Background: an optimization exercise with open tools, aiming at small area, a short achievable clock period and few clock cycles per item. Do not read the settings as production practice. Only simulation tests tie the RTL to the original design; equivalence was not proved. Power is estimated from default activity; no workload was simulated.

Setup of run A:
// multichannel_running_median
module multichannel_running_median (
    input  wire                                  i_clk,
    input  wire                                  i_rst_n,
    input  wire                                  i_in_valid,
    output logic                                 i_in_ready,
    input  wire  [mrm_pkg::CH_W-1:0]             i_in_channel,
    input  wire  [mrm_pkg::SAMPLE_W-1:0]         i_in_sample,
    output logic                                 o_out_valid,
    input  wire                                  o_out_ready,
    output logic [mrm_pkg::CH_W-1:0]             o_out_channel,
    output logic [mrm_pkg::SAMPLE_W-1:0]         o_out_median
);
    localparam int NCH = mrm_pkg::CHANNELS;
    localparam int SW  = mrm_pkg::SAMPLE_W;
    localparam int CW  = mrm_pkg::CH_W;
    logic [NCH*SW-1:0] r_h0, r_h1;
    logic [NCH-1:0]    r_v0, r_v1;
    logic              r_m_valid;
    logic [CW-1:0]     r_m_channel;
    logic [SW-1:0]     r_m_a, r_m_b, r_m_c;
    logic              r_s_valid;
    logic [CW-1:0]     r_s_channel;
    logic [SW-1:0]     r_s_a, r_s_b, r_s_c;
    logic [2:0]        r_s_hi_lt, r_s_hi_eq, r_s_lo_lt;
    logic              r_q0_valid, r_q1_valid;
    logic [CW-1:0]     r_q0_channel, r_q1_channel;
    logic [SW-1:0]     r_q0_median, r_q1_median;
    logic              r_ready;
    logic              accept, pop, s_move, s_load, m_move, m_load;
    logic [NCH-1:0]    ch_hot;
    logic [SW-1:0]     rd_a, rd_b;
    logic [2:0]        hi_lt, hi_eq, lo_lt, pick;
    logic [SW-1:0]     median;
    assign i_in_ready    = r_ready;
    assign o_out_valid   = r_q0_valid;
    assign o_out_channel = r_q0_channel;
    assign o_out_median  = r_q0_median;
    assign accept = i_in_valid && r_ready;
    assign pop    = r_q0_valid && o_out_ready;
    assign s_move = r_s_valid && (!r_q1_valid || pop);
    assign s_load = !r_s_valid || s_move;
  ...
clock: 5.3 ns
lec_check: 0
abc_clock_period_in_ps: 2300
cap_margin: 20
core_margin: 2
core_utilization: 64
cts_cluster_diameter: 60
cts_cluster_size: 28
place_density: 0.78
setup_slack_margin: 3.2
slew_margin: 20
run.sh (not shown) runs the stock make flow with config.mk's settings and CLKGATE_MAP_FILE= SYNTH_SCRIPT=/design/flow/synth_recipe.tcl, a recipe that flattens the netlist after the stock synthesis.
Testbench counts of run A, summed over its fixed seeds: cycles 24,024, items 24,000.
Input-level comparison between run B and run A:
- a change of SETUP_SLACK_MARGIN from 3.2 to 3.15
- a change of PLACE_DENSITY from 0.78 to 0.75
- a change of CORE_UTILIZATION from 64 to 62
## What came out
Across run B and run A, none had a timing, DRC or antenna violation.
Proportion of power drawn by the clock network came out lower on run B than on run A.
Run B vs. run A: number of buffers other than clock buffers in the final layout rose 7; number of fill cells in the layout now sits higher; number of cells on the critical path barely changed; upper clock frequency limit went down.
The internal portion of total power of run B is lower than that of run A.
Share of final layout cell area taken by non-clock buffers essentially unchanged between run B and run A.
Of run B and run A, the run reporting the lower final instance count without filler cells was run A.
The data arrival time at the worst-slack endpoint on run A is in line with that on run B.
The final worst-path cycle share in run B sits 0.34 points above the value recorded for run A.
The inputs of run C differ from those of run B as listed below.
- changing CORE_UTILIZATION from 62 to 60
- changing SETUP_SLACK_MARGIN from 3.15 to 3.0
Of run B and run C, run B shows the higher net switching component of the power, with run C below it.
Going from run B to run C, area added between synthesis and finish -1.3 points, final cell count -25.
The highest-delay cell along the critical path comes out edfxtp_1 in one run and a222oi_1 in the other, namely in run B and run C respectively.
Modified inputs, run D compared to run C
- a change of SETUP_SLACK_MARGIN from 3.0 to 3.3
- a change of CORE_UTILIZATION from 60 to 62
Findings:
Looking at the reports, run D completed the entire flow and the layout it produced met the timing, design-rule and antenna checks.
Run C closes out successfully: all stages finished, all timing, DRC and antenna checks passed.
Run D ended up with edfxtp_1 as its master of the slowest instance on the critical path; run C ended up with a222oi_1.
met5 as the highest routed metal layer was reported by run C, and met4 by run D.
Compared with run C, run D shows final total power that has gone up slightly.
Run C → run D: minimum setup slack among reg-to-reg paths +0.02 ns; final critical-path required period shrank by 0.045 ns.
For run E, these inputs were changed with respect to run D:
- SETUP_SLACK_MARGIN now 3.2, was 3.3
- PLACE_DENSITY now 0.8, was 0.75
- CORE_UTILIZATION now 66, was 62
### Flow results
Looking at first-pass GRT wire length, run E sits about 1% higher than run D does. Total power of run E is higher than that of run D. [run E] cell area fell 0.55% relative to run D. Diff run D..run E | total standard cell area after synthesis | unchanged.

==> afterwards: timing with drivers on the ports <==
The results above use ideal ports. As a check the final layouts listed here were re-extracted and re-timed, cells and wires unchanged.
Step 1 sets driving cells, clkbuf_16 on the clock port and buf_2 on the other inputs (assumed; they add their load-dependent delay and slew).
Step 2, shift: input delay + t, output delay - t, t = (earliest + latest rising clock arrival at the registers) / 2. This alone moves slack from input paths to output paths.
Three values: ideal, step 1, step 2; two values: the first two.
| run | shift t [ns] | setup WS [ns] | latest minus earliest clock arrival (ns) | cell pins on the clock port's net |
|---|---|---|---|---|
| run A | 0.666 | 3.075 / 3.019 / 2.511 | 0.047 / 0.048 | 1 |
| run B | 0.667 | 3.057 / 2.998 / 2.429 | 0.035 / 0.035 | 1 |
| run C | 0.655 | 3.024 / 2.970 / 2.371 | 0.037 / 0.037 | 1 |
| run D | 0.672 | 3.069 / 3.014 / 2.568 | 0.055 / 0.055 | 1 |
| run E | 0.645 | 3.078 / 3.025 / 2.471 | 0.033 / 0.033 | 1 |
After both steps setup and hold are still met in every run listed. The setup slack of run C, which loses most, moves by -0.054 ns with the drivers and by -0.653 ns with both steps.
